Background: an optimization exercise with open tools, aiming at small area. Do not read the settings as production practice.
Where RTL was checked, it was by simulation tests only, not by an equivalence proof against the original.
No activity file was given, so power comes from the tool's default toggle rates. No driver is modelled on the clock port, so clocking that relies on it looks cheaper here than on a real chip.

==> run a: inputs <==
## bp_top
module bp_top (
	input logic clk,
	input logic rst_n,
	input bp_pkg::alu_op_t i_alu_op,
	input bp_pkg::pc_t i_pc,
	input bp_pkg::pc_t i_imm,
	input logic i_resolve,
	input logic i_taken,
	output logic o_pred_taken,
	output bp_pkg::pc_t o_next_pc
);
clock: 7.0 ns
lec_check: 0
cap_margin: 5
core_margin: 2
core_utilization: 65
cts_buf_list: sky130_fd_sc_hd__clkbuf_16
cts_cluster_diameter: 80
cts_cluster_size: 30
gpl_timing_driven: 0
place_density: 0.8
setup_slack_margin: 0.1
slew_margin: 5
synth_hierarchical: 1
standard.sh (not shown) runs the stock make flow with config.mk's settings and CLKGATE_MAP_FILE= SYNTH_SCRIPT=/design/flow/synth_recipe.tcl, a recipe that flattens the netlist after the stock synthesis.
==> flow/flow/run.sh <==
#!/bin/bash
# The standard ORFS layout (standard.sh), with these changes:
#  - yosys/abc buffers are removed at floorplan; repair_design re-buffers what needs it
#  - every port still gets a buffer, of the smallest buffer cell
#  - CTS uses fixed sink clusters and adds no dummy loads
#  - after global routing, gates with slack are downsized (RECOVER_POWER), then
#    flow/post_grt.tcl repairs slew, load and setup timing again
# Each tool's full output stays in orfs/logs/; make's own output goes to standard.log.
set -euo pipefail
export REMOVE_ABC_BUFFERS=1
export RECOVER_POWER=100
export POST_GLOBAL_ROUTE_TCL="$PWD/flow/post_grt.tcl"
export BUFFER_PORTS_ARGS="-buffer_cell sky130_fd_sc_hd__buf_1"
export CTS_ARGS="-sink_clustering_enable -repair_clock_nets -sink_clustering_size 32 -sink_clustering_max_diameter 100 -buf_list sky130_fd_sc_hd__clkbuf_16 -dont_use_dummy_load"
bash standard.sh > standard.log 2>&1
==> flow/flow/post_grt.tcl <==
# After power recovery has downsized gates with slack, fix any slew or load
# that the downsizing pushed over the limits, then setup timing again.
global_route -start_incremental
repair_design -slew_margin 5 -cap_margin 5 -match_cell_footprint -verbose
detailed_placement
global_route -end_incremental
estimate_parasitics -global_routing
global_route -start_incremental
repair_timing -setup -setup_margin 0.1 -match_cell_footprint -verbose
detailed_placement
global_route -end_incremental
estimate_parasitics -global_routing
==> run b (differences from run a) <==
--- a/flow/design.v
+++ b/flow/design.v
@@ -77,117 +77,54 @@
 );
 	assign o_f1_idx = bp_pkg::fold_hist(32'(i_hist[7:0]), 8, 5);
 	assign o_f1_tag = bp_pkg::fold_hist(32'(i_hist[7:0]), 8, 4);
 	assign o_f2_idx = bp_pkg::fold_hist(32'(i_hist), 16, 5);
 	assign o_f2_tag = bp_pkg::fold_hist(32'(i_hist), 16, 4);
 endmodule
 `timescale 1ns/1ps
-module bp_dec5p (
+`timescale 1ns/1ps
+module bp_dec5 (
 	input logic [4:0] i_a,
+	input logic [4:0] i_b,
 	output logic [31:0] o_y
 );
+	logic [4:0] idx;
+	assign idx = i_a ^ i_b;
 	always_comb begin
 		for (int i = 0; i < 32; i++)
-			o_y[i] = (i_a == 5'(i));
+			o_y[i] = (idx == 5'(i));
 	end
 endmodule
-module bp_aor32x4 (
+module bp_aor32 (
 	input logic [31:0] i_sel,
-	input logic [127:0] i_d,
-	output logic [3:0] o_y
+	input logic [255:0] i_d,
+	output logic [7:0] o_y
 );
-	logic [3:0] part [4];
+	logic [7:0] part [4];
 	for (genvar k = 0; k < 4; k++) begin : g_part
-		bp_aor8w4 u_part (.i_sel(i_sel[8*k +: 8]), .i_d(i_d[32*k +: 32]), .o_y(part[k]));
+		bp_aor8 u_part (.i_sel(i_sel[8*k +: 8]), .i_d(i_d[64*k +: 64]), .o_y(part[k]));
 	end
-	for (genvar b = 0; b < 4; b++) begin : g_bit
+	for (genvar b = 0; b < 8; b++) begin : g_bit
 		logic [1:0] l3;
 		bp_nor2 u_nor0 (.i_a(part[0][b]), .i_b(part[1][b]), .o_y(l3[0]));
 		bp_nor2 u_nor1 (.i_a(part[2][b]), .i_b(part[3][b]), .o_y(l3[1]));
 		bp_nand2 u_out (.i_a(l3[0]), .i_b(l3[1]), .o_y(o_y[b]));
 	end
 endmodule
-module bp_aor8w4 (
+module bp_aor8 (
 	input logic [7:0] i_sel,
-	input logic [31:0] i_d,
-	output logic [3:0] o_y
+	input logic [63:0] i_d,
+	output logic [7:0] o_y
 );
 	always_comb begin
 		o_y = '0;
 		for (int i = 0; i < 8; i++)
-			o_y = o_y | ({4{i_sel[i]}} & i_d[i*4 +: 4]);
+			o_y = o_y | ({8{i_sel[i]}} & i_d[i*8 +: 8]);
 	end
 endmodule
-`timescale 1ns/1ps
-module bp_dec5 (
-	input logic [4:0] i_a,
-	input logic [4:0] i_b,
-	output logic [31:0] o_y
-);
-	logic [4:0] idx;
-	assign idx = i_a ^ i_b;
-	always_comb begin
-		for (int i = 0; i < 32; i++)
-			o_y[i] = (idx == 5'(i));
-	end
-endmodule
-module bp_aor32n (
-	input logic [31:0] i_sel,
-	input logic [255:0] i_d,
-	output logic [7:0] o_yn
-);
-	for (genvar b = 0; b < 8; b++) begin : g_bit
-		logic [10:0] l1;
-		logic [2:0] l2;
-		for (genvar k = 0; k < 10; k++) begin : g_l1
-			bp_aoi222 u_aoi (
-				.i_s0(i_sel[3*k]), .i_d0(i_d[(3*k)*8 + b]),
-				.i_s1(i_sel[3*k+1]), .i_d1(i_d[(3*k+1)*8 + b]),
-				.i_s2(i_sel[3*k+2]), .i_d2(i_d[(3*k+2)*8 + b]),
-				.o_y(l1[k])
-			);
-		end
-		bp_aoi22 u_last (
-			.i_a(i_sel[30]), .i_b(i_d[30*8 + b]),
-			.i_c(i_sel[31]), .i_d(i_d[31*8 + b]),
-			.o_y(l1[10])
-		);
-		bp_nand4 u_n0 (.i_a(l1[0]), .i_b(l1[1]), .i_c(l1[2]), .i_d(l1[3]), .o_y(l2[0]));
-		bp_nand4 u_n1 (.i_a(l1[4]), .i_b(l1[5]), .i_c(l1[6]), .i_d(l1[7]), .o_y(l2[1]));
-		bp_nand3 u_n2 (.i_a(l1[8]), .i_b(l1[9]), .i_c(l1[10]), .o_y(l2[2]));
-		bp_nor3 u_out (.i_a(l2[0]), .i_b(l2[1]), .i_c(l2[2]), .o_y(o_yn[b]));
-	end
-endmodule
-module bp_aoi222 (
-	input logic i_s0,
-	input logic i_d0,
-	input logic i_s1,
-	input logic i_d1,
-	input logic i_s2,
-	input logic i_d2,
-	output logic o_y
-);
-	assign o_y = ~((i_s0 & i_d0) | (i_s1 & i_d1) | (i_s2 & i_d2));
-endmodule
-module bp_nand3 (
-	input logic i_a,
-	input logic i_b,
-	input logic i_c,
-	output logic o_y
-);
-	assign o_y = ~(i_a & i_b & i_c);
-endmodule
-module bp_nor3 (
-	input logic i_a,
-	input logic i_b,
-	input logic i_c,
-	output logic o_y
-);
-	assign o_y = ~(i_a | i_b | i_c);
-endmodule
 module bp_aoi22 (
 	input logic i_a,
 	input logic i_b,
 	input logic i_c,
 	input logic i_d,
 	output logic o_y
 );
@@ -213,14 +150,33 @@
 	input logic i_a,
 	input logic i_b,
 	output logic o_y
 );
 	assign o_y = ~(i_a & i_b);
 endmodule
 `timescale 1ns/1ps
+module bp_hit (
+	input logic i_v,
+	input logic [3:0] i_tag,
+	input logic [3:0] i_ctag,
+	output logic o_hit
+);
+	assign o_hit = i_v && (i_tag == i_ctag);
+endmodule
+module bp_dir (
+	input logic i_t1_hit,
+	input logic i_t2_hit,
+	input logic i_t1_dir,
+	input logic i_t2_dir,
+	input logic i_base_dir,
+	input logic i_is_branch,
+	output logic o_pred
+);
+	assign o_pred = i_is_branch && (i_t2_hit ? i_t2_dir : (i_t1_hit ? i_t1_dir : i_base_dir));
+endmodule
 `timescale 1ns/1ps
 `timescale 1ns/1ps
 module bp_top (
 	input logic clk,
 	input logic rst_n,
 	input bp_pkg::alu_op_t i_alu_op,
 	input bp_pkg::pc_t i_pc,
@@ -274,49 +230,55 @@
 		for (int i = 0; i < 32; i++) begin
 			t1_flat[i*8 +: 8] = {t1_v_q[i], t1_tag_q[i], t1_ctr_q[i]};
 			t2_flat[i*8 +: 8] = {t2_v_q[i], t2_tag_q[i], t2_ctr_q[i]};
 		end
 	end
 	bp_dec5 u_t1_dec (.i_a(i_pc[6:2]), .i_b(f1_idx), .o_y(t1_sel));
 	bp_dec5 u_t2_dec (.i_a(i_pc[6:2]), .i_b(f2_idx), .o_y(t2_sel));
-	logic [7:0] t1_ent_n, t2_ent_n;
-	bp_aor32n u_t1_rd (.i_sel(t1_sel), .i_d(t1_flat), .o_yn(t1_ent_n));
-	bp_aor32n u_t2_rd (.i_sel(t2_sel), .i_d(t2_flat), .o_yn(t2_ent_n));
-	assign t1_ent = ~t1_ent_n;
-	assign t2_ent = ~t2_ent_n;
-	logic [31:0] base_sel;
-	logic [127:0] base_flat;
-	logic [3:0] base_row;
-	always_comb begin
-		for (int i = 0; i < 64; i++)
-			base_flat[i*2 +: 2] = base_q[i];
-	end
-	bp_dec5p u_base_dec (.i_a(base_idx[5:1]), .o_y(base_sel));
-	bp_aor32x4 u_base_rd (.i_sel(base_sel), .i_d(base_flat), .o_y(base_row));
-	assign base_rd = base_idx[0] ? base_row[3:2] : base_row[1:0];
+	bp_aor32 u_t1_rd (.i_sel(t1_sel), .i_d(t1_flat), .o_y(t1_ent));
+	bp_aor32 u_t2_rd (.i_sel(t2_sel), .i_d(t2_flat), .o_y(t2_ent));
+	assign base_rd = base_q[base_idx];
 	assign t1_ctr = t1_ent[2:0];
 	assign t2_ctr = t2_ent[2:0];
-	assign t1_hit = t1_ent[7] && (t1_ent[6:3] == t1_tag);
-	assign t2_hit = t2_ent[7] && (t2_ent[6:3] == t2_tag);
+	bp_hit u_t1_hit (.i_v(t1_ent[7]), .i_tag(t1_ent[6:3]), .i_ctag(t1_tag), .o_hit(t1_hit));
+	bp_hit u_t2_hit (.i_v(t2_ent[7]), .i_tag(t2_ent[6:3]), .i_ctag(t2_tag), .o_hit(t2_hit));
+	logic t1_hit_p, t2_hit_p;
+	bp_hit u_t1_hit_p (.i_v(t1_ent[7]), .i_tag(t1_ent[6:3]), .i_ctag(t1_tag), .o_hit(t1_hit_p));
+	bp_hit u_t2_hit_p (.i_v(t2_ent[7]), .i_tag(t2_ent[6:3]), .i_ctag(t2_tag), .o_hit(t2_hit_p));
 	logic is_branch;
-	logic prov_dir;
 	logic [2:0] prov_ctr;
 	assign is_branch = (i_alu_op == bp_pkg::OP_BEQ) || (i_alu_op == bp_pkg::OP_BLT) ||
 		(i_alu_op == bp_pkg::OP_BGE);
 	always_comb begin
 		if (t2_hit)
 			prov_ctr = t2_ctr;
 		else if (t1_hit)
 			prov_ctr = t1_ctr;
 		else
 			prov_ctr = {1'b0, ~base_rd[1], base_rd[0]};
 	end
-	assign prov_dir = (t2_hit || t1_hit) ? prov_ctr[2] : prov_ctr[1];
-	assign o_pred_taken = is_branch && prov_dir;
-	assign o_next_pc = o_pred_taken ? (i_pc + i_imm) : i_pc;
+	logic [3:0] pred_q4;
+	logic [31:0] taken_pc;
+	for (genvar k = 0; k < 4; k++) begin : g_dir
+		bp_dir u_dir (
+			.i_t1_hit(t1_hit_p),
+			.i_t2_hit(t2_hit_p),
+			.i_t1_dir(t1_ctr[2]),
+			.i_t2_dir(t2_ctr[2]),
+			.i_base_dir(~base_rd[1]),
+			.i_is_branch(is_branch),
+			.o_pred(pred_q4[k])
+		);
+	end
+	assign o_pred_taken = pred_q4[0];
+	assign taken_pc = i_pc + i_imm;
+	always_comb begin
+		for (int i = 0; i < 32; i++)
+			o_next_pc[i] = pred_q4[i / 8] ? taken_pc[i] : i_pc[i];
+	end
 	logic upd, rec_dir, mispred;
 	logic base_we, t1_we, t2_we;
 	logic [1:0] base_wd;
 	logic [2:0] t1_wd, t2_wd;
 	logic [2:0] alloc_ctr;
 	logic [2:0] step3;
 	logic [1:0] step2;
==> flow/flow/run.sh (replaced) <==
#!/bin/bash
# Standard ORFS layout with three changes: yosys/abc buffers are removed at floorplan
# (repair_design re-buffers what needs it), ports get the smallest buffer cell, and
# CTS adds no dummy loads. Each tool's output stays in orfs/logs; make's own output
# goes to standard.log.
set -euo pipefail
export REMOVE_ABC_BUFFERS=1
export BUFFER_PORTS_ARGS="-buffer_cell sky130_fd_sc_hd__buf_1"
export CTS_ARGS="-sink_clustering_enable -repair_clock_nets -sink_clustering_size 30 -sink_clustering_max_diameter 80 -buf_list sky130_fd_sc_hd__clkbuf_16 -dont_use_dummy_load"
bash standard.sh > standard.log 2>&1
Settings changed: CAP_MARGIN 5 to 0, CORE_UTILIZATION 65 to 60, PLACE_DENSITY 0.8 to unset, SETUP_SLACK_MARGIN 0.1 to 0.05, SLEW_MARGIN 5 to 0.
removed: flow/flow/post_grt.tcl
==> run c (differences from run a) <==
--- a/flow/design.v
+++ b/flow/design.v
@@ -77,50 +77,61 @@
 );
 	assign o_f1_idx = bp_pkg::fold_hist(32'(i_hist[7:0]), 8, 5);
 	assign o_f1_tag = bp_pkg::fold_hist(32'(i_hist[7:0]), 8, 4);
 	assign o_f2_idx = bp_pkg::fold_hist(32'(i_hist), 16, 5);
 	assign o_f2_tag = bp_pkg::fold_hist(32'(i_hist), 16, 4);
 endmodule
 `timescale 1ns/1ps
-module bp_dec5p (
-	input logic [4:0] i_a,
-	output logic [31:0] o_y
+module bp_dec6 (
+	input logic [5:0] i_a,
+	output logic [63:0] o_y
 );
 	always_comb begin
-		for (int i = 0; i < 32; i++)
-			o_y[i] = (i_a == 5'(i));
+		for (int i = 0; i < 64; i++)
+			o_y[i] = (i_a == 6'(i));
 	end
 endmodule
-module bp_aor32x4 (
-	input logic [31:0] i_sel,
+module bp_aor64 (
+	input logic [63:0] i_sel,
 	input logic [127:0] i_d,
-	output logic [3:0] o_y
+	output logic [1:0] o_y
 );
-	logic [3:0] part [4];
-	for (genvar k = 0; k < 4; k++) begin : g_part
-		bp_aor8w4 u_part (.i_sel(i_sel[8*k +: 8]), .i_d(i_d[32*k +: 32]), .o_y(part[k]));
+	logic [1:0] part [8];
+	for (genvar k = 0; k < 8; k++) begin : g_part
+		bp_aor8w2 u_part (.i_sel(i_sel[8*k +: 8]), .i_d(i_d[16*k +: 16]), .o_y(part[k]));
 	end
-	for (genvar b = 0; b < 4; b++) begin : g_bit
+	for (genvar b = 0; b < 2; b++) begin : g_bit
 		logic [1:0] l3;
-		bp_nor2 u_nor0 (.i_a(part[0][b]), .i_b(part[1][b]), .o_y(l3[0]));
-		bp_nor2 u_nor1 (.i_a(part[2][b]), .i_b(part[3][b]), .o_y(l3[1]));
+		bp_nor4 u_nor0 (.i_a(part[0][b]), .i_b(part[1][b]), .i_c(part[2][b]), .i_d(part[3][b]),
+			.o_y(l3[0]));
+		bp_nor4 u_nor1 (.i_a(part[4][b]), .i_b(part[5][b]), .i_c(part[6][b]), .i_d(part[7][b]),
+			.o_y(l3[1]));
 		bp_nand2 u_out (.i_a(l3[0]), .i_b(l3[1]), .o_y(o_y[b]));
 	end
 endmodule
-module bp_aor8w4 (
+module bp_aor8w2 (
 	input logic [7:0] i_sel,
-	input logic [31:0] i_d,
-	output logic [3:0] o_y
+	input logic [15:0] i_d,
+	output logic [1:0] o_y
 );
 	always_comb begin
 		o_y = '0;
 		for (int i = 0; i < 8; i++)
-			o_y = o_y | ({4{i_sel[i]}} & i_d[i*4 +: 4]);
+			o_y = o_y | ({2{i_sel[i]}} & i_d[i*2 +: 2]);
 	end
 endmodule
+module bp_nor4 (
+	input logic i_a,
+	input logic i_b,
+	input logic i_c,
+	input logic i_d,
+	output logic o_y
+);
+	assign o_y = ~(i_a | i_b | i_c | i_d);
+endmodule
 `timescale 1ns/1ps
 module bp_dec5 (
 	input logic [4:0] i_a,
 	input logic [4:0] i_b,
 	output logic [31:0] o_y
 );
 	logic [4:0] idx;
@@ -279,24 +290,22 @@
 	bp_dec5 u_t1_dec (.i_a(i_pc[6:2]), .i_b(f1_idx), .o_y(t1_sel));
 	bp_dec5 u_t2_dec (.i_a(i_pc[6:2]), .i_b(f2_idx), .o_y(t2_sel));
 	logic [7:0] t1_ent_n, t2_ent_n;
 	bp_aor32n u_t1_rd (.i_sel(t1_sel), .i_d(t1_flat), .o_yn(t1_ent_n));
 	bp_aor32n u_t2_rd (.i_sel(t2_sel), .i_d(t2_flat), .o_yn(t2_ent_n));
 	assign t1_ent = ~t1_ent_n;
 	assign t2_ent = ~t2_ent_n;
-	logic [31:0] base_sel;
+	logic [63:0] base_sel;
 	logic [127:0] base_flat;
-	logic [3:0] base_row;
 	always_comb begin
 		for (int i = 0; i < 64; i++)
 			base_flat[i*2 +: 2] = base_q[i];
 	end
-	bp_dec5p u_base_dec (.i_a(base_idx[5:1]), .o_y(base_sel));
-	bp_aor32x4 u_base_rd (.i_sel(base_sel), .i_d(base_flat), .o_y(base_row));
-	assign base_rd = base_idx[0] ? base_row[3:2] : base_row[1:0];
+	bp_dec6 u_base_dec (.i_a(base_idx), .o_y(base_sel));
+	bp_aor64 u_base_rd (.i_sel(base_sel), .i_d(base_flat), .o_y(base_rd));
 	assign t1_ctr = t1_ent[2:0];
 	assign t2_ctr = t2_ent[2:0];
 	assign t1_hit = t1_ent[7] && (t1_ent[6:3] == t1_tag);
 	assign t2_hit = t2_ent[7] && (t2_ent[6:3] == t2_tag);
 	logic is_branch;
 	logic prov_dir;
 	logic [2:0] prov_ctr;
==> flow/flow/run.sh (replaced) <==
#!/bin/bash
# Standard ORFS layout with three changes: yosys/abc buffers are removed at floorplan
# (repair_design re-buffers what needs it), ports get the smallest buffer cell, and
# CTS adds no dummy loads. Each tool's output stays in orfs/logs; make's own output
# goes to standard.log.
set -euo pipefail
export REMOVE_ABC_BUFFERS=1
export RECOVER_POWER=100
export POST_GLOBAL_ROUTE_TCL="$PWD/flow/post_grt.tcl"
export BUFFER_PORTS_ARGS="-buffer_cell sky130_fd_sc_hd__buf_1"
export CTS_ARGS="-sink_clustering_enable -repair_clock_nets -sink_clustering_size 34 -sink_clustering_max_diameter 75 -buf_list sky130_fd_sc_hd__clkbuf_16 -dont_use_dummy_load"
bash standard.sh > standard.log 2>&1
==> flow/flow/post_grt.tcl (replaced) <==
# After power recovery has downsized gates with slack, fix any slew or load
# that the downsizing pushed over the limits, then setup timing again.
global_route -start_incremental
repair_design -slew_margin 5 -cap_margin 5 -match_cell_footprint -verbose
detailed_placement
global_route -end_incremental
estimate_parasitics -global_routing
global_route -start_incremental
repair_timing -setup -setup_margin 0.05 -match_cell_footprint -verbose
detailed_placement
global_route -end_incremental
estimate_parasitics -global_routing
Settings changed: CORE_UTILIZATION 65 to 60, PLACE_DENSITY 0.8 to unset, SETUP_SLACK_MARGIN 0.1 to 0.05.
==> comparison <==
Sequential cell count is the same in run b and run c. Of run a and run b, run b has the higher clock skew (gap 0.022 ns). Cell area, highest first: run b, run c, run a. Between run c and run a, the lower core utilization is in run c (gap 5.4 points). The highest area after synthesis belongs to run b, the lowest to run a. Of run b and run a, run b has the higher clock power (gap about 10%, measured against run a). In sequential power, run c and run b hardly differ. The highest combinational power belongs to run b, the lowest to run c. Sequential share of layout area: run a > run c > run b. Register-to-register slack, highest first: run b, run a, run c.
No functional check of the RTL was part of run b.

## what the ideal ports hide
Ports are ideal in the flow. The routed layouts listed here were re-timed in OpenROAD.
Step 1 (the two cells are an assumption about what drives the block):
set clk [get_ports {clk}]
set_driving_cell -lib_cell sky130_fd_sc_hd__clkbuf_16 $clk
set_driving_cell -lib_cell sky130_fd_sc_hd__buf_2 [delete_from_list [all_inputs] $clk]
Step 2 also shifts input and output timing later by t, the mid clock arrival at the registers, as if the neighbouring blocks saw the same clock.
a / b / c = ideal ports / drivers / drivers and shift; a / b = the first two.
run	t (ns)	setup slack, ns	latest minus earliest clock arrival (ns)	worst data-port slew with drivers (ns)	cell pins on the clock port's net
run a	0.633	0.142 / 0.086 / 0.086	0.054 / 0.054	0.11	1
run b	0.670	0.223 / 0.194 / 0.194	0.074 / 0.075	0.09	1
run c	0.611	0.145 / 0.123 / 0.123	0.096 / 0.096	0.08	1
After both steps every run listed still meets setup and hold. For run a, which loses most, drivers alone change the setup slack by -0.056 ns; drivers and shift together by -0.056 ns.
